Background: an optimization exercise with open tools, aiming at small area, a short achievable clock period and few clock cycles. Do not read the settings as production practice. The RTL was checked by simulation tests, not by an equivalence proof against the original design.

`config.mk`:
```
export PLATFORM = sky130hd
export DESIGN_NAME = pn_evaluator
export DESIGN_NICKNAME = pn_evaluator
export VERILOG_FILES = /design/flow/design.v
export SDC_FILE = /design/flow/constraint.sdc
export NUM_CORES = 4
export LEC_CHECK = 0
export ABC_CLOCK_PERIOD_IN_PS = 3000
export CAP_MARGIN = 20
export CORE_MARGIN = 2
export CORE_UTILIZATION = 55
export SETUP_SLACK_MARGIN = 3.5
export SLEW_MARGIN = 20
export TNS_END_PERCENT = 100
```
`design.v`:
```
`default_nettype none
package pn_pkg;
    localparam int result_w     = 16;
    localparam int operand_w    = 3;
    localparam int buf_depth    = 16;
    localparam int buf_idx_w    = 4;
    localparam int stack_depth  = 16;
    localparam int stack_ptr_w  = $clog2(stack_depth);
    localparam int max_results  = 4;
    localparam int result_cnt_w = $clog2(max_results + 1);
    localparam int result_idx_w = $clog2(max_results);
    typedef logic signed [result_w-1:0] result_t;
    localparam result_t result_fill = {1'b0, {(result_w - 1){1'b1}}};
    typedef enum logic [1:0] {
        prefix_burst  = 2'd0,
        postfix_burst = 2'd1,
        prefix        = 2'd2,
        postfix       = 2'd3
    } pn_mode_e;
    typedef enum logic [1:0] {
        op_add     = 2'd0,
        op_sub     = 2'd1,
        op_mul     = 2'd2,
        op_abs_sum = 2'd3
    } pn_op_e;
    typedef enum logic [1:0] {
        idle,
        read,
        evaluate,
        emit
    } main_state_e;
    typedef enum logic [2:0] {
        classify,
        push_operand,
        pop_first,
        pop_second,
        calculate,
        push_result
    } stack_step_e;
    typedef struct packed {
        logic                 is_operator;
        logic [operand_w-1:0] value;
    } token_t;
    typedef struct packed {
        logic start;
        logic step;
        logic reverse;
    } scan_cmd_t;
    typedef struct packed {
        logic    push;
        logic    pop;
        result_t push_data;
    } stack_cmd_t;
    typedef struct packed {
        logic   load_first;
        logic   load_second;
        pn_op_e op;
        logic   postfix;
    } alu_cmd_t;
    typedef struct packed {
        logic clear;
        logic record;
        logic emit_start;
        logic descending;
    } collect_cmd_t;
endpackage
`default_nettype wire
`default_nettype none
module mul16lo (
    input  wire [15:0] a,
    input  wire [15:0] b,
    output wire [15:0] p
);
    wire pp0_0 = a[0] & b[0];
    wire pp0_1 = a[1] & b[0];
    wire pp0_2 = a[2] & b[0];
    wire pp0_3 = a[3] & b[0];
    wire pp0_4 = a[4] & b[0];
    wire pp0_5 = a[5] & b[0];
    wire pp0_6 = a[6] & b[0];
    wire pp0_7 = a[7] & b[0];
    wire pp0_8 = a[8] & b[0];
    wire pp0_9 = a[9] & b[0];
    wire pp0_10 = a[10] & b[0];
    wire pp0_11 = a[11] & b[0];
    wire pp0_12 = a[12] & b[0];
    wire pp0_13 = a[13] & b[0];
    wire pp0_14 = a[14] & b[0];
    wire pp0_15 = a[15] & b[0];
    wire pp1_0 = a[0] & b[1];
    wire pp1_1 = a[1] & b[1];
    wire pp1_2 = a[2] & b[1];
    wire pp1_3 = a[3] & b[1];
    wire pp1_4 = a[4] & b[1];
    wire pp1_5 = a[5] & b[1];
    wire pp1_6 = a[6] & b[1];
    wire pp1_7 = a[7] & b[1];
    wire pp1_8 = a[8] & b[1];
    wire pp1_9 = a[9] & b[1];
    wire pp1_10 = a[10] & b[1];
    wire pp1_11 = a[11] & b[1];
    wire pp1_12 = a[12] & b[1];
    wire pp1_13 = a[13] & b[1];
    wire pp1_14 = a[14] & b[1];
    wire pp2_0 = a[0] & b[2];
    wire pp2_1 = a[1] & b[2];
    wire pp2_2 = a[2] & b[2];
    wire pp2_3 = a[3] & b[2];
    wire pp2_4 = a[4] & b[2];
    wire pp2_5 = a[5] & b[2];
    wire pp2_6 = a[6] & b[2];
    wire pp2_7 = a[7] & b[2];
    wire pp2_8 = a[8] & b[2];
    wire pp2_9 = a[9] & b[2];
    wire pp2_10 = a[10] & b[2];
    wire pp2_11 = a[11] & b[2];
    wire pp2_12 = a[12] & b[2];
    wire pp2_13 = a[13] & b[2];
    wire pp3_0 = a[0] & b[3];
    wire pp3_1 = a[1] & b[3];
    wire pp3_2 = a[2] & b[3];
    wire pp3_3 = a[3] & b[3];
    wire pp3_4 = a[4] & b[3];
    wire pp3_5 = a[5] & b[3];
    wire pp3_6 = a[6] & b[3];
    wire pp3_7 = a[7] & b[3];
    wire pp3_8 = a[8] & b[3];
    wire pp3_9 = a[9] & b[3];
    wire pp3_10 = a[10] & b[3];
    wire pp3_11 = a[11] & b[3];
    wire pp3_12 = a[12] & b[3];
    wire pp4_0 = a[0] & b[4];
    wire pp4_1 = a[1] & b[4];
    wire pp4_2 = a[2] & b[4];
    wire pp4_3 = a[3] & b[4];
    wire pp4_4 = a[4] & b[4];
    wire pp4_5 = a[5] & b[4];
    wire pp4_6 = a[6] & b[4];
    wire pp4_7 = a[7] & b[4];
    wire pp4_8 = a[8] & b[4];
    wire pp4_9 = a[9] & b[4];
    wire pp4_10 = a[10] & b[4];
    wire pp4_11 = a[11] & b[4];
    wire pp5_0 = a[0] & b[5];
    wire pp5_1 = a[1] & b[5];
    wire pp5_2 = a[2] & b[5];
    wire pp5_3 = a[3] & b[5];
    wire pp5_4 = a[4] & b[5];
    wire pp5_5 = a[5] & b[5];
    wire pp5_6 = a[6] & b[5];
    wire pp5_7 = a[7] & b[5];
    wire pp5_8 = a[8] & b[5];
    wire pp5_9 = a[9] & b[5];
    wire pp5_10 = a[10] & b[5];
    wire pp6_0 = a[0] & b[6];
    wire pp6_1 = a[1] & b[6];
    wire pp6_2 = a[2] & b[6];
    wire pp6_3 = a[3] & b[6];
    wire pp6_4 = a[4] & b[6];
    wire pp6_5 = a[5] & b[6];
    wire pp6_6 = a[6] & b[6];
    wire pp6_7 = a[7] & b[6];
    wire pp6_8 = a[8] & b[6];
    wire pp6_9 = a[9] & b[6];
    wire pp7_0 = a[0] & b[7];
    wire pp7_1 = a[1] & b[7];
    wire pp7_2 = a[2] & b[7];
    wire pp7_3 = a[3] & b[7];
    wire pp7_4 = a[4] & b[7];
    wire pp7_5 = a[5] & b[7];
    wire pp7_6 = a[6] & b[7];
    wire pp7_7 = a[7] & b[7];
    wire pp7_8 = a[8] & b[7];
    wire pp8_0 = a[0] & b[8];
    wire pp8_1 = a[1] & b[8];
    wire pp8_2 = a[2] & b[8];
    wire pp8_3 = a[3] & b[8];
    wire pp8_4 = a[4] & b[8];
    wire pp8_5 = a[5] & b[8];
    wire pp8_6 = a[6] & b[8];
    wire pp8_7 = a[7] & b[8];
    wire pp9_0 = a[0] & b[9];
    wire pp9_1 = a[1] & b[9];
    wire pp9_2 = a[2] & b[9];
    wire pp9_3 = a[3] & b[9];
    wire pp9_4 = a[4] & b[9];
    wire pp9_5 = a[5] & b[9];
    wire pp9_6 = a[6] & b[9];
    wire pp10_0 = a[0] & b[10];
    wire pp10_1 = a[1] & b[10];
    wire pp10_2 = a[2] & b[10];
    wire pp10_3 = a[3] & b[10];
    wire pp10_4 = a[4] & b[10];
    wire pp10_5 = a[5] & b[10];
    wire pp11_0 = a[0] & b[11];
    wire pp11_1 = a[1] & b[11];
    wire pp11_2 = a[2] & b[11];
    wire pp11_3 = a[3] & b[11];
    wire pp11_4 = a[4] & b[11];
    wire pp12_0 = a[0] & b[12];
    wire pp12_1 = a[1] & b[12];
    wire pp12_2 = a[2] & b[12];
    wire pp12_3 = a[3] & b[12];
    wire pp13_0 = a[0] & b[13];
    wire pp13_1 = a[1] & b[13];
    wire pp13_2 = a[2] & b[13];
    wire pp14_0 = a[0] & b[14];
    wire pp14_1 = a[1] & b[14];
    wire pp15_0 = a[0] & b[15];
    wire s0 = pp0_13 ^ pp1_12;
    wire k0 = pp0_13 & pp1_12;
    wire s1 = pp0_14 ^ pp1_13 ^ pp2_12;
    wire k1 = (pp0_14 & pp1_13) | (pp0_14 & pp2_12) | (pp1_13 & pp2_12);
    wire s2 = pp3_11 ^ pp4_10;
    wire k2 = pp3_11 & pp4_10;
    wire s3 = pp0_15 ^ pp1_14 ^ pp2_13;
    wire k3 = (pp0_15 & pp1_14) | (pp0_15 & pp2_13) | (pp1_14 & pp2_13);
    wire s4 = pp3_12 ^ pp4_11 ^ pp5_10;
    wire k4 = (pp3_12 & pp4_11) | (pp3_12 & pp5_10) | (pp4_11 & pp5_10);
    wire s5 = pp6_9 ^ pp7_8;
    wire k5 = pp6_9 & pp7_8;
    wire s6 = pp0_9 ^ pp1_8;
    wire k6 = pp0_9 & pp1_8;
    wire s7 = pp0_10 ^ pp1_9 ^ pp2_8;
    wire k7 = (pp0_10 & pp1_9) | (pp0_10 & pp2_8) | (pp1_9 & pp2_8);
    wire s8 = pp3_7 ^ pp4_6;
    wire k8 = pp3_7 & pp4_6;
    wire s9 = pp0_11 ^ pp1_10 ^ pp2_9;
    wire k9 = (pp0_11 & pp1_10) | (pp0_11 & pp2_9) | (pp1_10 & pp2_9);
    wire s10 = pp3_8 ^ pp4_7 ^ pp5_6;
    wire k10 = (pp3_8 & pp4_7) | (pp3_8 & pp5_6) | (pp4_7 & pp5_6);
    wire s11 = pp6_5 ^ pp7_4;
    wire k11 = pp6_5 & pp7_4;
    wire s12 = pp0_12 ^ pp1_11 ^ pp2_10;
    wire k12 = (pp0_12 & pp1_11) | (pp0_12 & pp2_10) | (pp1_11 & pp2_10);
    wire s13 = pp3_9 ^ pp4_8 ^ pp5_7;
    wire k13 = (pp3_9 & pp4_8) | (pp3_9 & pp5_7) | (pp4_8 & pp5_7);
    wire s14 = pp6_6 ^ pp7_5 ^ pp8_4;
    wire k14 = (pp6_6 & pp7_5) | (pp6_6 & pp8_4) | (pp7_5 & pp8_4);
    wire s15 = pp9_3 ^ pp10_2;
    wire k15 = pp9_3 & pp10_2;
    wire s16 = s0 ^ pp2_11 ^ pp3_10;
    wire k16 = (s0 & pp2_11) | (s0 & pp3_10) | (pp2_11 & pp3_10);
    wire s17 = pp4_9 ^ pp5_8 ^ pp6_7;
    wire k17 = (pp4_9 & pp5_8) | (pp4_9 & pp6_7) | (pp5_8 & pp6_7);
    wire s18 = pp7_6 ^ pp8_5 ^ pp9_4;
    wire k18 = (pp7_6 & pp8_5) | (pp7_6 & pp9_4) | (pp8_5 & pp9_4);
    wire s19 = pp10_3 ^ pp11_2 ^ pp12_1;
    wire k19 = (pp10_3 & pp11_2) | (pp10_3 & pp12_1) | (pp11_2 & pp12_1);
    wire s20 = s1 ^ s2 ^ pp5_9;
    wire k20 = (s1 & s2) | (s1 & pp5_9) | (s2 & pp5_9);
    wire s21 = pp6_8 ^ pp7_7 ^ pp8_6;
    wire k21 = (pp6_8 & pp7_7) | (pp6_8 & pp8_6) | (pp7_7 & pp8_6);
    wire s22 = pp9_5 ^ pp10_4 ^ pp11_3;
    wire k22 = (pp9_5 & pp10_4) | (pp9_5 & pp11_3) | (pp10_4 & pp11_3);
    wire s23 = pp12_2 ^ pp13_1 ^ pp14_0;
    wire k23 = (pp12_2 & pp13_1) | (pp12_2 & pp14_0) | (pp13_1 & pp14_0);
    wire s24 = s3 ^ s4 ^ s5;
    wire k24 = (s3 & s4) | (s3 & s5) | (s4 & s5);
    wire s25 = pp8_7 ^ pp9_6 ^ pp10_5;
    wire k25 = (pp8_7 & pp9_6) | (pp8_7 & pp10_5) | (pp9_6 & pp10_5);
    wire s26 = pp11_4 ^ pp12_3 ^ pp13_2;
    wire k26 = (pp11_4 & pp12_3) | (pp11_4 & pp13_2) | (pp12_3 & pp13_2);
    wire s27 = pp14_1 ^ pp15_0 ^ k1;
    wire k27 = (pp14_1 & pp15_0) | (pp14_1 & k1) | (pp15_0 & k1);
    wire s28 = pp0_6 ^ pp1_5;
    wire k28 = pp0_6 & pp1_5;
    wire s29 = pp0_7 ^ pp1_6 ^ pp2_5;
    wire k29 = (pp0_7 & pp1_6) | (pp0_7 & pp2_5) | (pp1_6 & pp2_5);
    wire s30 = pp3_4 ^ pp4_3;
    wire k30 = pp3_4 & pp4_3;
    wire s31 = pp0_8 ^ pp1_7 ^ pp2_6;
    wire k31 = (pp0_8 & pp1_7) | (pp0_8 & pp2_6) | (pp1_7 & pp2_6);
    wire s32 = pp3_5 ^ pp4_4 ^ pp5_3;
    wire k32 = (pp3_5 & pp4_4) | (pp3_5 & pp5_3) | (pp4_4 & pp5_3);
    wire s33 = pp6_2 ^ pp7_1;
    wire k33 = pp6_2 & pp7_1;
    wire s34 = s6 ^ pp2_7 ^ pp3_6;
    wire k34 = (s6 & pp2_7) | (s6 & pp3_6) | (pp2_7 & pp3_6);
    wire s35 = pp4_5 ^ pp5_4 ^ pp6_3;
    wire k35 = (pp4_5 & pp5_4) | (pp4_5 & pp6_3) | (pp5_4 & pp6_3);
    wire s36 = pp7_2 ^ pp8_1 ^ pp9_0;
    wire k36 = (pp7_2 & pp8_1) | (pp7_2 & pp9_0) | (pp8_1 & pp9_0);
    wire s37 = s7 ^ s8 ^ pp5_5;
    wire k37 = (s7 & s8) | (s7 & pp5_5) | (s8 & pp5_5);
    wire s38 = pp6_4 ^ pp7_3 ^ pp8_2;
    wire k38 = (pp6_4 & pp7_3) | (pp6_4 & pp8_2) | (pp7_3 & pp8_2);
    wire s39 = pp9_1 ^ pp10_0 ^ k6;
    wire k39 = (pp9_1 & pp10_0) | (pp9_1 & k6) | (pp10_0 & k6);
    wire s40 = s9 ^ s10 ^ s11;
    wire k40 = (s9 & s10) | (s9 & s11) | (s10 & s11);
    wire s41 = pp8_3 ^ pp9_2 ^ pp10_1;
    wire k41 = (pp8_3 & pp9_2) | (pp8_3 & pp10_1) | (pp9_2 & pp10_1);
    wire s42 = pp11_0 ^ k7 ^ k8;
    wire k42 = (pp11_0 & k7) | (pp11_0 & k8) | (k7 & k8);
    wire s43 = s12 ^ s13 ^ s14;
    wire k43 = (s12 & s13) | (s12 & s14) | (s13 & s14);
    wire s44 = s15 ^ pp11_1 ^ pp12_0;
    wire k44 = (s15 & pp11_1) | (s15 & pp12_0) | (pp11_1 & pp12_0);
    wire s45 = k9 ^ k10 ^ k11;
    wire k45 = (k9 & k10) | (k9 & k11) | (k10 & k11);
    wire s46 = s16 ^ s17 ^ s18;
    wire k46 = (s16 & s17) | (s16 & s18) | (s17 & s18);
    wire s47 = s19 ^ pp13_0 ^ k12;
    wire k47 = (s19 & pp13_0) | (s19 & k12) | (pp13_0 & k12);
    wire s48 = k13 ^ k14 ^ k15;
    wire k48 = (k13 & k14) | (k13 & k15) | (k14 & k15);
    wire s49 = s20 ^ s21 ^ s22;
    wire k49 = (s20 & s21) | (s20 & s22) | (s21 & s22);
    wire s50 = s23 ^ k0 ^ k16;
    wire k50 = (s23 & k0) | (s23 & k16) | (k0 & k16);
    wire s51 = k17 ^ k18 ^ k19;
    wire k51 = (k17 & k18) | (k17 & k19) | (k18 & k19);
    wire s52 = s24 ^ s25 ^ s26;
    wire k52 = (s24 & s25) | (s24 & s26) | (s25 & s26);
    wire s53 = s27 ^ k2 ^ k20;
    wire k53 = (s27 & k2) | (s27 & k20) | (k2 & k20);
    wire s54 = k21 ^ k22 ^ k23;
    wire k54 = (k21 & k22) | (k21 & k23) | (k22 & k23);
    wire s55 = pp0_4 ^ pp1_3;
    wire k55 = pp0_4 & pp1_3;
    wire s56 = pp0_5 ^ pp1_4 ^ pp2_3;
    wire k56 = (pp0_5 & pp1_4) | (pp0_5 & pp2_3) | (pp1_4 & pp2_3);
    wire s57 = pp3_2 ^ pp4_1;
    wire k57 = pp3_2 & pp4_1;
    wire s58 = s28 ^ pp2_4 ^ pp3_3;
    wire k58 = (s28 & pp2_4) | (s28 & pp3_3) | (pp2_4 & pp3_3);
    wire s59 = pp4_2 ^ pp5_1 ^ pp6_0;
    wire k59 = (pp4_2 & pp5_1) | (pp4_2 & pp6_0) | (pp5_1 & pp6_0);
    wire s60 = s29 ^ s30 ^ pp5_2;
    wire k60 = (s29 & s30) | (s29 & pp5_2) | (s30 & pp5_2);
    wire s61 = pp6_1 ^ pp7_0 ^ k28;
    wire k61 = (pp6_1 & pp7_0) | (pp6_1 & k28) | (pp7_0 & k28);
    wire s62 = s31 ^ s32 ^ s33;
    wire k62 = (s31 & s32) | (s31 & s33) | (s32 & s33);
    wire s63 = pp8_0 ^ k29 ^ k30;
    wire k63 = (pp8_0 & k29) | (pp8_0 & k30) | (k29 & k30);
    wire s64 = s34 ^ s35 ^ s36;
    wire k64 = (s34 & s35) | (s34 & s36) | (s35 & s36);
    wire s65 = k31 ^ k32 ^ k33;
    wire k65 = (k31 & k32) | (k31 & k33) | (k32 & k33);
    wire s66 = s37 ^ s38 ^ s39;
    wire k66 = (s37 & s38) | (s37 & s39) | (s38 & s39);
    wire s67 = k34 ^ k35 ^ k36;
    wire k67 = (k34 & k35) | (k34 & k36) | (k35 & k36);
    wire s68 = s40 ^ s41 ^ s42;
    wire k68 = (s40 & s41) | (s40 & s42) | (s41 & s42);
    wire s69 = k37 ^ k38 ^ k39;
    wire k69 = (k37 & k38) | (k37 & k39) | (k38 & k39);
    wire s70 = s43 ^ s44 ^ s45;
    wire k70 = (s43 & s44) | (s43 & s45) | (s44 & s45);
    wire s71 = k40 ^ k41 ^ k42;
    wire k71 = (k40 & k41) | (k40 & k42) | (k41 & k42);
    wire s72 = s46 ^ s47 ^ s48;
    wire k72 = (s46 & s47) | (s46 & s48) | (s47 & s48);
    wire s73 = k43 ^ k44 ^ k45;
    wire k73 = (k43 & k44) | (k43 & k45) | (k44 & k45);
    wire s74 = s49 ^ s50 ^ s51;
    wire k74 = (s49 & s50) | (s49 & s51) | (s50 & s51);
    wire s75 = k46 ^ k47 ^ k48;
    wire k75 = (k46 & k47) | (k46 & k48) | (k47 & k48);
    wire s76 = s52 ^ s53 ^ s54;
    wire k76 = (s52 & s53) | (s52 & s54) | (s53 & s54);
    wire s77 = k49 ^ k50 ^ k51;
    wire k77 = (k49 & k50) | (k49 & k51) | (k50 & k51);
    wire s78 = pp0_3 ^ pp1_2;
    wire k78 = pp0_3 & pp1_2;
    wire s79 = s55 ^ pp2_2 ^ pp3_1;
    wire k79 = (s55 & pp2_2) | (s55 & pp3_1) | (pp2_2 & pp3_1);
    wire s80 = s56 ^ s57 ^ pp5_0;
    wire k80 = (s56 & s57) | (s56 & pp5_0) | (s57 & pp5_0);
    wire s81 = s58 ^ s59 ^ k56;
    wire k81 = (s58 & s59) | (s58 & k56) | (s59 & k56);
    wire s82 = s60 ^ s61 ^ k58;
    wire k82 = (s60 & s61) | (s60 & k58) | (s61 & k58);
    wire s83 = s62 ^ s63 ^ k60;
    wire k83 = (s62 & s63) | (s62 & k60) | (s63 & k60);
    wire s84 = s64 ^ s65 ^ k62;
    wire k84 = (s64 & s65) | (s64 & k62) | (s65 & k62);
    wire s85 = s66 ^ s67 ^ k64;
    wire k85 = (s66 & s67) | (s66 & k64) | (s67 & k64);
    wire s86 = s68 ^ s69 ^ k66;
    wire k86 = (s68 & s69) | (s68 & k66) | (s69 & k66);
    wire s87 = s70 ^ s71 ^ k68;
    wire k87 = (s70 & s71) | (s70 & k68) | (s71 & k68);
    wire s88 = s72 ^ s73 ^ k70;
    wire k88 = (s72 & s73) | (s72 & k70) | (s73 & k70);
    wire s89 = s74 ^ s75 ^ k72;
    wire k89 = (s74 & s75) | (s74 & k72) | (s75 & k72);
    wire s90 = s76 ^ s77 ^ k74;
    wire k90 = (s76 & s77) | (s76 & k74) | (s77 & k74);
    wire s91 = pp0_2 ^ pp1_1;
    wire k91 = pp0_2 & pp1_1;
    wire s92 = s78 ^ pp2_1 ^ pp3_0;
    wire k92 = (s78 & pp2_1) | (s78 & pp3_0) | (pp2_1 & pp3_0);
    wire s93 = s79 ^ pp4_0 ^ k78;
    wire k93 = (s79 & pp4_0) | (s79 & k78) | (pp4_0 & k78);
    wire s94 = s80 ^ k55 ^ k79;
    wire k94 = (s80 & k55) | (s80 & k79) | (k55 & k79);
    wire s95 = s81 ^ k57 ^ k80;
    wire k95 = (s81 & k57) | (s81 & k80) | (k57 & k80);
    wire s96 = s82 ^ k59 ^ k81;
    wire k96 = (s82 & k59) | (s82 & k81) | (k59 & k81);
    wire s97 = s83 ^ k61 ^ k82;
    wire k97 = (s83 & k61) | (s83 & k82) | (k61 & k82);
    wire s98 = s84 ^ k63 ^ k83;
    wire k98 = (s84 & k63) | (s84 & k83) | (k63 & k83);
    wire s99 = s85 ^ k65 ^ k84;
    wire k99 = (s85 & k65) | (s85 & k84) | (k65 & k84);
    wire s100 = s86 ^ k67 ^ k85;
    wire k100 = (s86 & k67) | (s86 & k85) | (k67 & k85);
    wire s101 = s87 ^ k69 ^ k86;
    wire k101 = (s87 & k69) | (s87 & k86) | (k69 & k86);
    wire s102 = s88 ^ k71 ^ k87;
    wire k102 = (s88 & k71) | (s88 & k87) | (k71 & k87);
    wire s103 = s89 ^ k73 ^ k88;
    wire k103 = (s89 & k73) | (s89 & k88) | (k73 & k88);
    wire s104 = s90 ^ k75 ^ k89;
    wire k104 = (s90 & k75) | (s90 & k89) | (k75 & k89);
    wire [15:0] x = {s104, s103, s102, s101, s100, s99, s98, s97, s96, s95, s94, s93, s92, s91, pp0_1, pp0_0};
    wire [15:0] y = {k103, k102, k101, k100, k99, k98, k97, k96, k95, k94, k93, k92, k91, pp2_0, pp1_0, 1'b0};
    assign p = x + y;
endmodule
`default_nettype wire
`timescale 1ns/1ps
`default_nettype none
module pn_evaluator (
    input  wire                         clk,
    input  wire                         rst_n,
    input  wire [1:0]                   mode,
    input  wire                         operator,
    input  wire [pn_pkg::operand_w-1:0] in,
    input  wire                         in_valid,
    output logic                        out_valid,
    output pn_pkg::result_t             out
);
    localparam int VW  = 3;    
    localparam int VT  = 7;    
    localparam int VD  = 10;   
    localparam int FD  = 7;    
    localparam int QD  = 3;    
    localparam int BW  = 7;    
    localparam logic [1:0] S_IDLE = 2'd0;
    localparam logic [1:0] S_RECV = 2'd1;
    localparam logic [1:0] S_WAIT = 2'd2;
    localparam logic [1:0] S_EMIT = 2'd3;
    logic [1:0] st;
    logic       pre_q;     
    logic       bur_q;     
    logic       pend;      
    logic       first_pending;
    logic [15:0] vhi [0:VW-1];
    logic [2:0]  vlo [0:VD-1];
    logic [2:0]    f_n;    
    logic [1:0]    f_v;    
    assign f_v = {f_n[2] | f_n[1], f_n != 3'd0};
    logic [FD-1:0] f_l;
    logic [1:0]    f_op [0:FD-1];
    logic [3:0]    q [0:QD-1];
    logic [1:0]    qcnt;
    logic [3:0]    lval;
    logic [37:0]   bx, bx_n;
    logic [3:0]    lf;
    wire idle  = (st == S_IDLE);
    wire recv  = (st == S_RECV);
    wire waits = (st == S_WAIT);
    wire emit  = (st == S_EMIT);
    logic [15:3]    hs [0:1];
    logic [VT-1:VW] vt;
    wire            wide_up = |vhi[VW-1][15:3];
    logic [15:0] v [0:VD+1];
    always_comb begin
        for (int i = 0; i < VD + 2; i++) begin
            if (i < VW)       v[i] = {vhi[i][15:3], vlo[i]};
            else if (i == VW) v[i] = {vt[VW] ? hs[0] : 13'd0, vlo[i]};
            else if (i < VD)  v[i] = {13'd0, vlo[i]};
            else              v[i] = '0;
        end
    end
    wire       qnz    = (qcnt != 2'd0);
    wire       cur_v  = qnz | in_valid;
    wire       cur_op = qnz ? q[0][3] : operator;
    wire [2:0] cur_x  = qnz ? q[0][2:0] : in;
    wire casc  = pend & f_v[1] & f_l[1];
    wire take  = cur_v & ~casc;
    wire t_op  = take & cur_op;
    wire t_opd = take & ~cur_op;
    wire fpush  = t_op & (idle | pre_q);
    wire pf_op  = t_op & ~idle & ~pre_q & ~bur_q;
    wire pb_op  = t_op & ~idle & ~pre_q & bur_q;
    wire top_l  = f_v[0] & f_l[0];
    wire qb_red = t_opd & ~idle & pre_q & bur_q & top_l & ~pend;
    wire pend_n = casc | (t_opd & ~idle & pre_q & ~bur_q & (pend | top_l));
    logic [1:0]  alu_op;
    logic [15:0] a, b, sum, r;
    assign alu_op = pre_q ? f_op[0] : cur_x[1:0];
    assign a   = v[1];
    assign b   = v[0];
    assign sum = a + b;
    logic [15:0] prod;
    mul16lo mul_inst (.a(a), .b(b), .p(prod));
    always_comb begin
        case (alu_op)
            2'd0:    r = sum;
            2'd1:    r = a - b;
            2'd2:    r = prod;
            default: r = sum[15] ? -sum : sum;
        endcase
    end
    logic [2:0]    bl, br;
    logic [1:0]    bop;
    logic signed [BW-1:0] bres;
    assign bl  = pre_q ? vlo[0] : vlo[1];
    assign br  = pre_q ? in : vlo[0];
    assign bop = pre_q ? f_op[0] : in[1:0];
    always_comb begin
        case (bop)
            2'd1:    bres = {4'd0, bl} - {4'd0, br};
            2'd2:    bres = {4'd0, bl} * {4'd0, br};
            default: bres = {4'd0, bl} + {4'd0, br};
        endcase
    end
    wire red  = pend;
    wire redx = red & t_opd;
    wire push = t_opd & ~red & ~qb_red;
    wire pop1 = (red & ~t_opd) | pf_op | qb_red;
    always_ff @(posedge clk) begin
        for (int i = 0; i < VD; i++) begin
            if (push) begin
                vlo[i] <= (i == 0) ? cur_x : v[i-1][2:0];
            end else if (redx) begin
                if (i == 0) vlo[i] <= cur_x;
                else if (i == 1) vlo[i] <= r[2:0];
            end else if (pop1) begin
                vlo[i] <= (i == 0 && !qb_red) ? r[2:0] : v[i+1][2:0];
            end else if (pb_op) begin
                vlo[i] <= v[i+2][2:0];
            end
        end
        for (int i = 0; i < VW; i++) begin
            if (push) begin
                vhi[i][15:3] <= (i == 0) ? 13'd0 : v[i-1][15:3];
            end else if (redx) begin
                if (i == 0) vhi[i][15:3] <= 13'd0;
                else if (i == 1) vhi[i][15:3] <= r[15:3];
            end else if (pop1 || pb_op) begin
                vhi[i][15:3] <= (i == 0 && !qb_red && !pb_op) ? r[15:3] : v[i+1][15:3];
            end
        end
        if (push) begin
            if (wide_up) begin
                hs[0] <= vhi[VW-1][15:3];
                hs[1] <= hs[0];
            end
            vt <= {vt[VT-2:VW], wide_up};
        end else if (!redx && (pop1 || pb_op)) begin
            if (vt[VW]) hs[0] <= hs[1];
            vt <= {1'b0, vt[VT-1:VW+1]};
        end
        if (bur_q && !idle) begin
            {vhi[VW-1][14:3], hs[1], hs[0]} <= bx_n;
        end
    end
    always_ff @(posedge clk or negedge rst_n) begin
        if (!rst_n) begin
            f_n <= '0;
        end else if (idle) begin
            if (take) f_n <= {2'd0, cur_op};
        end else if (red) begin
            if (!t_op) f_n <= f_n - 3'd1;
        end else if (fpush) begin
            f_n <= f_n + 3'd1;
        end else if (qb_red) begin
            f_n <= f_n - 3'd1;
        end
    end
    always_ff @(posedge clk) begin
        if (idle) begin
            f_op[0] <= cur_x[1:0];
            f_l[0]  <= 1'b0;
        end else if (red) begin
            if (t_op) begin
                f_op[0] <= cur_x[1:0];
                f_l[0]  <= 1'b0;
                f_l[1]  <= 1'b1;
            end else begin
                for (int i = 0; i < FD - 1; i++) begin
                    f_op[i] <= f_op[i+1];
                    f_l[i]  <= f_l[i+1];
                end
                f_l[0] <= 1'b1;
            end
        end else if (fpush) begin
            for (int i = 1; i < FD; i++) begin
                f_op[i] <= f_op[i-1];
                f_l[i]  <= f_l[i-1];
            end
            f_op[0] <= cur_x[1:0];
            f_l[0]  <= 1'b0;
        end else if (qb_red) begin
            for (int i = 0; i < FD - 1; i++) begin
                f_op[i] <= f_op[i+1];
                f_l[i]  <= f_l[i+1];
            end
        end else if (t_opd && pre_q && !top_l) begin
            f_l[0] <= 1'b1;
        end
    end
    wire q_push = in_valid & (qnz | casc);
    wire q_pop  = qnz & take;
    wire [1:0] q_wr = qcnt - {1'b0, q_pop};
    always_ff @(posedge clk) begin
        for (int i = 0; i < QD; i++) begin
            if (q_push && q_wr == 2'(i)) begin
                q[i] <= {operator, in};
            end else if (q_pop) begin
                q[i] <= (i < QD - 1) ? q[i+1] : q[i];
            end
        end
    end
    always_ff @(posedge clk or negedge rst_n) begin
        if (!rst_n) begin
            qcnt <= '0;
        end else begin
            qcnt <= qcnt + {1'b0, q_push} - {1'b0, q_pop};
        end
    end
    wire       flag_new = qb_red & ~f_v[1] & first_pending;
    wire       ins      = pb_op | qb_red;
    wire       full     = &lval;
    logic [3:0] wr;
    always_comb begin
        wr = '0;
        if (!full) begin
            if (!lval[0])      wr[0] = 1'b1;
            else if (!lval[1]) wr[1] = 1'b1;
            else if (!lval[2]) wr[2] = 1'b1;
            else               wr[3] = 1'b1;
        end else if (pre_q && !flag_new) begin
            wr = lf;
        end
        if (!ins) wr = '0;
    end
    assign bx = {vhi[VW-1][14:3], hs[1], hs[0]};
    logic signed [BW-1:0] lv [0:3];
    logic bf [0:3][0:3];
    function automatic int bf_bit(input int i, input int j);
        bf_bit = (i == 0) ? 31 + j : (i == 1) ? 33 + j : 37;
    endfunction
    always_comb begin
        for (int j = 0; j < 4; j++) begin
            lv[j] = bx[7*j +: BW];
            lf[j] = bx[28 + j];
        end
        for (int i = 0; i < 4; i++) begin
            for (int j = 0; j < 4; j++) begin
                bf[i][j] = (i < j) ? bx[bf_bit(i, j)] : 1'b0;
            end
        end
    end
    logic first [0:3];    
    always_comb begin
        for (int j = 0; j < 4; j++) first[j] = pre_q ? (bres > lv[j]) : (bres < lv[j]);
        bx_n = bx;
        for (int i = 0; i < 4; i++) begin
            if (wr[i]) begin
                bx_n[7*i +: BW] = bres;
                bx_n[28 + i]    = flag_new;
            end
            for (int j = i + 1; j < 4; j++) begin
                if (wr[i])      bx_n[bf_bit(i, j)] = first[j];
                else if (wr[j]) bx_n[bf_bit(i, j)] = !first[i];
            end
        end
    end
    logic [3:0] sel;
    always_comb begin
        for (int i = 0; i < 4; i++) begin
            sel[i] = lval[i];
            for (int j = 0; j < 4; j++) begin
                if (j > i) sel[i] = sel[i] & (~lval[j] | bf[i][j]);
                if (j < i) sel[i] = sel[i] & (~lval[j] | ~bf[j][i]);
            end
        end
    end
    logic signed [BW-1:0] pick;
    always_comb begin
        pick = '0;
        for (int i = 0; i < 4; i++) pick = pick | (lv[i] & {BW{sel[i]}});
    end
    wire present = emit | (recv & ~in_valid & bur_q);
    wire last_res = ((lval & ~sel) == 4'd0);
    always_ff @(posedge clk or negedge rst_n) begin
        if (!rst_n) begin
            lval <= '0;
        end else if (idle) begin
            lval <= '0;
        end else if (present) begin
            lval <= lval & ~sel;
        end else begin
            lval <= lval | wr;
        end
    end
    wire done = ~pend & ~qnz;
    always_ff @(posedge clk or negedge rst_n) begin
        if (!rst_n) begin
            st            <= S_IDLE;
            pre_q         <= 1'b0;
            bur_q         <= 1'b0;
            pend          <= 1'b0;
            first_pending <= 1'b0;
        end else begin
            pend <= pend_n;
            if (flag_new) first_pending <= 1'b0;
            case (st)
                S_IDLE: begin
                    if (in_valid) begin
                        st            <= S_RECV;
                        pre_q         <= ~mode[0];
                        bur_q         <= ~mode[1];
                        first_pending <= operator;
                    end
                end
                S_RECV: begin
                    if (!in_valid) begin
                        if (bur_q) begin
                            st <= last_res ? S_IDLE : S_EMIT;
                        end else begin
                            st <= done ? S_IDLE : S_WAIT;
                        end
                    end
                end
                S_WAIT: begin
                    if (done) st <= S_IDLE;
                end
                default: begin
                    if (last_res) st <= S_IDLE;
                end
            endcase
        end
    end
    wire ov_reg = emit | (waits & done);
    wire ov_end = recv & (bur_q | done);
    assign out_valid = ov_reg | (ov_end & ~in_valid);
    logic [15:0] res;
    always_comb begin
        if (bur_q) res = {{(16 - BW){pick[BW-1]}}, pick};
        else       res = v[0];
    end
    assign out = (res & {16{ov_reg}}) | (res & {16{ov_end & ~in_valid}});
endmodule
`default_nettype wire
```
`run.sh`:
```
#!/bin/bash
# synth_recipe.tcl (not shown) runs the flow's synth.tcl, then flattens the netlist and writes it again
# the make line also repeats each setting of config.mk as NAME=value (left out here)
make -C /OpenROAD-flow-scripts/flow DESIGN_CONFIG=/design/flow/config.mk WORK_HOME=/design/flow/orfs CLKGATE_MAP_FILE= SYNTH_SCRIPT=/design/flow/synth_recipe.tcl finish
```
`constraint.sdc`:
```
create_clock -name core_clock -period 9.0 [get_ports {clk}]
set_input_delay 1.8000 -clock core_clock [delete_from_list [all_inputs] [get_ports {clk}]]
set_output_delay 1.8000 -clock core_clock [all_outputs]
set_load 0.01 [all_outputs]
```
==> flow_summary.yaml, run 1 <==
layout:
  drive_above_1_share_pct: 12.1
  finish.instance_area_um2: 16900
  antennaDiodeCount: 0
  syn_to_final_growth_pct: 12.1
  final_nets: 1969
logic_synthesis:
  netlist_instances: 1738
  synth.distinct_cells: 83
  ys_seq_area_share_pct: 27.9
  yosys_warnings: 10
  syn-num-nets: 1937
  synth_area_leaders: "edfxtp_1 24%, fa_1 11%, ha_1 8.7%, nand2_1 5.5%, inv_1 4.5%"
  postSynth.asyncResetShare_pct: 10.2
  synth_area_um2: 15100
  synth_seq_cells: 147
  synth_area_leader_cell: "edfxtp_1"
  synth.top_cell.area_share_pct: 23.5
  synth.avg_cell_area_um2: 8.66
  synth_ff_type: "edfxtp_1"
  synth_edf_count: 118
worst_setup_path:
  path_cells: "buf_4 > ha_1 > inv_1 > fa_1 > fa_1 > fa_1 > fa_1 > fa_2 > xor2_1 > xnor2_1 > xnor2_1 > xnor2_1 > xnor2_1 > xnor2_1 > xor2_2 > a211oi_2 > a211oi_2 > a221oi_2"
  r2r_start: "vhi[1][7]"
  crit_family: "adder cells"
  crit_arrival_ps: 5690
  cp-start-kind: "flop"
  cp.required_ps: 9170
  path_buf_inv: 2
  path_common_cell: "xnor2_1"
  max_stage_delay_ps: 570
  cp-end-kind: "flop"
  reg2reg_to: "vhi[1][15]"
  worstSetupPathType: "flop to flop"
  cp_max_fo: 5
  cpMaxStageDelayCell: "fa_1"
  r2r.worst_path.cells: 18
  r2r_slack_ps: 3490
grt:
  antenna_found_initial: 0
  grt_max_degree: 63
  first_global_vias: 13137
  grt_pass1_wl_um: 74900
  grtUsageTotal_pct: 34.4
  gr-total-overflow: 0
worst_hold_path:
  hp-start: "f_op[5][1]"
  min_to: "f_op[6][1]"
  worstHoldPathType: "flop to flop"
  holdPathStages: 0
clocking:
  clockRootBuffer: "clkbuf_16"
  worstSkewPairLatency_ps: 430
  cts_tree: "yes"
  ctsHoldBuffers: 0
  htreeDepth: 4
  clk_pin_slew_worst_paths_ps: 70
  clkSinkCount: 147
  cts_buffers: 17
  clockBufferDepth: 2
timing:
  rsz0062_at_grt: "true"
  max_freq_ghz: 0.181
  min_period_ps: 5510
  tns_ps: 0
  max_slew_margin_pct: 21.5
  period_share_pct: 61.3
  hold_viol: 0
  setup_violations: 0
  clock_skew_ps: 14.7
  worstMarginPinSlew_ps: 1170
  slew_viol_final: 0
route:
  drcViolationCount: 0
  first_iter_violations: 1294
  drtAntennaViolNets: 0
  num_vias: 13307
  routed_via_density: 6.27
  routed_wl_um: 48400
  drtPass1Iterations: 7
  wire_per_inst_um: 22.8
floorplanning:
  die_y_um: 169
  coreArea_um2: 27000
  placementRows: 60
  die_area_um2: 28700
  initial_core_util_pct: 55.9
  io_pins: 26
  die_x_um: 169
place:
  dpl-instance-area_um2: 15700
  portBuffers: 25
  dpl.hpwl_um: 35800
  globalplace.congestion: 0.979
flow_run:
  cap_violations: 0
outcome:
  status: "timing/DRC/antenna clean"
per-layer routing:
layer | vias to the layer above | share of wire, % | GRT usage [%]
met5 | - | 0 | 0
met4 | 0 | 4.4 | 15.0
met3 | 128 | 7.9 | 5.20
met2 | 606 | 46 | 54.5
met1 | 6463 | 42 | 47.0
li1 | 6110 | - | -
metrics by stage:
step           hold slack, ps  util, %  setup slack (ps)  std cells
2_1_floorplan             422        -              3500       1738
4_1_cts                   471     61.8              3470       2111
6_report                  461     62.6              3490       2124
5_1_grt                   486     62.6              3280       2124
3_5_place_dp              441     58.1              2560       2049
3_3_place_gp              442     58.1              2630       2049
synth_stat cells, drive strengths merged (23+ instances only):
cell,number
o22ai,23
o21ai,112
nand2,223
a21oi,102
and2,69
edfxtp,118
xnor2,59
mux2i,34
mux2,29
nor2,127
ha,105
nand3,33
fa,85
a31oi,31
a211oi,30
inv,180
clkbuf,66
nor2b,23
how the worst max path moves through the flow:
stage                     startpoint          to  slack [ps]  cells after the start
final                      vhi[1][7]  vhi[1][15]        3490                     18
after global routing       vlo[0][0]  vhi[1][15]        3280                     18
after CTS                  vlo[0][1]  vhi[1][15]        3470                     21
after detailed placement       in[1]  vhi[2][12]        2560                     20
after global placement         in[1]  vhi[2][13]        2630                     20
after floorplan            vlo[0][0]  vhi[1][15]        3500                     19
kinds of logic (layout without fill, tap and decap cells):
logic type	after synthesis	after routing	synth area share (%)
adder cells (fa/ha/maj)	190	190	20.0
XOR/XNOR	80	80	4.65
multiplexers	63	63	4.43
AND/OR/NAND/NOR	570	570	18.0
AO/OA/AOI/OAI	420	420	18.1
flip-flops	147	147	27.9
buffers and inverters	268	313	6.90
what timing repair did:
action / in CTS / in global routing
hold endpoints to repair: 0 / 0
pin swaps: 13 / 7
gates cloned: 1 / 1
setup buffers: 29 / 12
endpoints found under the setup margin: 28 / 34
resized for setup: 37 / 35
registers in the layout, indices dropped and copies added, names as in the netlist:
name,cells
vlo,30
pend,1
qcnt,2
f_l,7
f_op,14
st,2
lval,4
pre_q,1
hs,26
f_n,3
vhi,39
first_pending,1
vt,4
q,12
bur_q,1
layout make-up:
cell class	instances	area, um^2
multi-input combinational	1323	10100
fill	2358	10100
sequential	147	4210
timing repair buffer	99	880
inverter	182	683
tap	341	427
clock buffer	17	425
clock inverter	15	181
cells in the final DEF, fill, tap and decap left out, types with 12 or more instances in the layout:
cell             count
nand2_1            218
inv_1              178
nor2_1             124
edfxtp_1           118
a21oi_1            100
ha_1               100
o21ai_0             98
fa_1                83
and2_1              69
buf_4               67
xnor2_1             57
nand3_1             33
mux2i_1             31
mux2_2              29
a31oi_1             29
o22ai_1             23
nor2b_1             21
clkdlybuf4s50_1     21
nand2b_1            20
a211oi_1            20
xor2_1              20
clkbuf_16           18
nor3_1              17
dfrtp_1             15
a21o_1              13
o21a_1              12
and3_1              12
worst register-to-register path, cell delays in order, from the launching register on:
cell and delay, ps:
edfxtp_1 510, buf_4 230, ha_1 220, inv_1 190
fa_1 490, fa_1 510, fa_1 570, fa_1 440
fa_2 370, xor2_1 160, xnor2_1 190, xnor2_1 160
xnor2_1 160, xnor2_1 110, xnor2_1 300, xor2_2 210
a211oi_2 90, a211oi_2 260, a221oi_2 100
Testbench counts, summed over its fixed seeds: cycles 11,704.
==> inputs of run 2 (changes only) <==
--- a/config.mk
+++ b/config.mk
@@ -8,7 +8,7 @@
 export ABC_CLOCK_PERIOD_IN_PS = 3000
 export CAP_MARGIN = 20
 export CORE_MARGIN = 2
-export CORE_UTILIZATION = 55
+export CORE_UTILIZATION = 40
 export SETUP_SLACK_MARGIN = 3.5
 export SLEW_MARGIN = 20
 export TNS_END_PERCENT = 100
==> run 2 against run 1 <==
Cell count increased by 8.3%; die area rose by 37%; sequential cell count unchanged; count of clock-buffer cells in the layout stayed put; wire length up 2.3%; non-clock buffer count increased by 7; via count grew 0.45%; critical endpoint unchanged.
==> flow_summary.yaml, run 2 <==
outcome:
  status: "timing/DRC/antenna clean"
flow_run:
  cap_violations: 0
place:
  portBuffers: 25
  dpl.hpwl_um: 35500
  dpl-instance-area_um2: 15800
  globalplace.congestion: 0.928
clocking:
  clk_pin_slew_worst_paths_ps: 70
  htreeDepth: 4
  ctsHoldBuffers: 0
  clkSinkCount: 147
  cts_tree: "yes"
  worstSkewPairLatency_ps: 440
  clockBufferDepth: 2
  cts_buffers: 17
  clockRootBuffer: "clkbuf_16"
timing:
  whs_ps: 464
  slew_viol_final: 0
  setup_violations: 0
  worstMarginPinSlew_ps: 1100
  tns_ps: 0
  min_period_ps: 5520
  clock_skew_ps: 9.05
  rsz0062_at_grt: "true"
  hold_viol: 0
  max_slew_margin_pct: 26.1
  max_freq_ghz: 0.181
  period_share_pct: 61.3
logic_synthesis:
  ys_seq_area_share_pct: 27.9
  synth_area_leader_cell: "edfxtp_1"
  netlist_instances: 1738
  synth_area_um2: 15100
  synth_seq_cells: 147
  synth_ff_type: "edfxtp_1"
  synth.top_cell.area_share_pct: 23.5
  synth_area_leaders: "edfxtp_1 24%, fa_1 11%, ha_1 8.7%, nand2_1 5.5%, inv_1 4.5%"
  postSynth.asyncResetShare_pct: 10.2
  yosys_warnings: 10
  ys_top_cells_by_count: "222 x nand2_1, 179 x inv_1, 125 x nor2_1"
  synth.avg_cell_area_um2: 8.66
  yosysMostFrequentCell: "nand2_1"
  syn-num-nets: 1937
  synth_edf_count: 118
  synth.distinct_cells: 83
floorplanning:
  die_x_um: 198
  die_y_um: 198
  die_area_um2: 39200
  placementRows: 71
  initial_core_util_pct: 40.3
  io_pins: 26
  coreArea_um2: 37400
worst_setup_path:
  crit_arrival_ps: 5780
  reg2reg_to: "vhi[1][15]"
  max_stage_delay_ps: 540
  cp.required_ps: 9270
  path_buf_inv: 5
  r2r.worst_path.cells: 20
  worstSetupPathType: "flop to flop"
  cp-end-kind: "flop"
  path_cells: "buf_12 > buf_6 > buf_4 > and2_1 > ha_1 > inv_1 > fa_1 > inv_1 > fa_1 > fa_1 > ha_2 > or4_4 > o21ai_1 > nand2_1 > o31a_1 > a31o_4 > xor2_2 > a211oi_2 > a211oi_2 > a221oi_2"
  path_common_cell: "fa_1"
  r2r_slack_ps: 3480
  cp_max_fo: 9
  cpMaxStageDelayCell: "fa_1"
  r2r_start: "vlo[0][0]"
  cp-start-kind: "flop"
  crit_family: "adder cells"
grt:
  grt_max_degree: 70
  first_global_vias: 12958
  grtUsageTotal_pct: 25.6
  antenna_found_initial: 0
  gr-total-overflow: 0
  grt_pass1_wl_um: 76300
worst_hold_path:
  min_to: "f_l[6]"
  holdPathStages: 0
  worstHoldPathType: "flop to flop"
  hp-start: "f_l[5]"
layout:
  syn_to_final_growth_pct: 13.8
  finish.utilization_pct: 45.8
  layout_common_cells: "216 x nand2_1, 171 x inv_1, 125 x nor2_1, 118 x edfxtp_1"
  reg_top3: "vhi (39), vlo (30), hs (26)"
  final_nets: 1976
  regMostFlops: "vhi"
  multi_input_area_um2: 10100
  drive_above_1_share_pct: 12.7
  finish.instance_area_um2: 17100
  final_common_cell: "nand2_1"
  seqCellArea_um2: 4210
  largest_reg_flops: 39
  antennaDiodeCount: 0
  fill_cells: 3613
route:
  num_vias: 13367
  drtAntennaViolNets: 0
  drtPass1Iterations: 8
  drcViolationCount: 0
  routed_via_density: 5.81
  routed_wl_um: 49600
  first_iter_violations: 1433
  wire_per_inst_um: 21.5
run 2: worst reg2reg max path: cells and delay by family, from the launching register on:
kind,cells,cell delay [ps]
compound gates,6,1340
simple gates,3,730
flops,1,450
xor+xnor,1,180
fa+ha+maj,5,2050
buf+inv,5,600
run 2: kinds of logic (layout without fill, tap and decap cells):
family,after synthesis,count (layout),share of synthesized area (%)
AO/OA/AOI/OAI,420,420,18.1
XOR/XNOR,80,80,4.65
adder cells (fa/ha/maj),190,190,20.0
buffers and inverters,268,320,6.90
flip-flops,147,147,27.9
multiplexers,63,63,4.43
AND/OR/NAND/NOR,570,570,18.0
run 2: layout make-up:
cell class                      instances  area share [%]
Clock buffer                           17            2.48
Clock inverter                         15           0.993
Inverter                              182            3.99
Multi-Input combinational cell       1323            58.9
Sequential cell                       147            24.5
Tap cell                              511            3.73
Timing Repair Buffer                  106            5.36
run 2: worst max-delay path by stage:
stage	from	endpoint	slack, ps	cells after the start
after floorplan	vlo[0][0]	vhi[1][15]	3500	19
after global placement	in[1]	vhi[2][13]	2600	20
after detailed placement	in[1]	vhi[2][13]	2480	20
after CTS	vlo[0][2]	vhi[1][15]	3470	19
after global routing	vlo[0][0]	vhi[1][14]	3340	19
final	vlo[0][0]	vhi[1][15]	3480	20
run 2: through the flow:
stage	cells	setup WS, ps
after floorplan	1738	3500
after detailed placement	2214	2480
final	2301	3480
after CTS	2284	3470
after global routing	2301	3340
after global placement	2214	2600
run 2: what timing repair did:
| action | CTS | global route |
|---|---|---|
| setup endpoints to repair | 26 | 32 |
| resized for setup | 30 | 51 |
| pin swaps | 14 | 34 |
| setup buffers | 38 | 17 |
run 2: layer usage:
| metal | GRT usage (%) | part of all wire [%] | vias up |
|---|---|---|---|
| met5 | 0 | 0 | - |
| met4 | 9.08 | 3.1 | 0 |
| met3 | 3.34 | 7.3 | 77 |
| met2 | 41.7 | 46 | 553 |
| met1 | 34.9 | 43 | 6608 |
| li1 | - | - | 6129 |

-- port drivers added, routing unchanged --
The results above use ideal ports. As a check the final layouts listed here were re-extracted and re-timed, cells and wires unchanged.
Step 1: set_driving_cell puts a clkbuf_16 on clk and a buf_2 on each other input, an assumption about the parent block.
Step 2 adds t to the input delays and takes it off the output delays; t is the mean of the earliest and latest rising clock arrival at the registers after step 1. Input paths then give back, and output paths get back, about the clock's delay inside the block.
Three values: ideal, step 1, step 2; two values: the first two.
run | shift t [ns] | setup slack, ns | worst setup path after step 2 | slew at the worst register clock pin (ns)
run 1 | 0.483 | 3.485 / 3.485 / 3.277 | input to register | 0.07 / 0.07
run 2 | 0.481 | 3.485 / 3.483 / 3.247 | input to register | 0.07 / 0.07
After both steps every run listed still meets setup and hold. The setup slack of run 2, which loses most, moves by -0.002 ns with the drivers and by -0.238 ns with both steps.
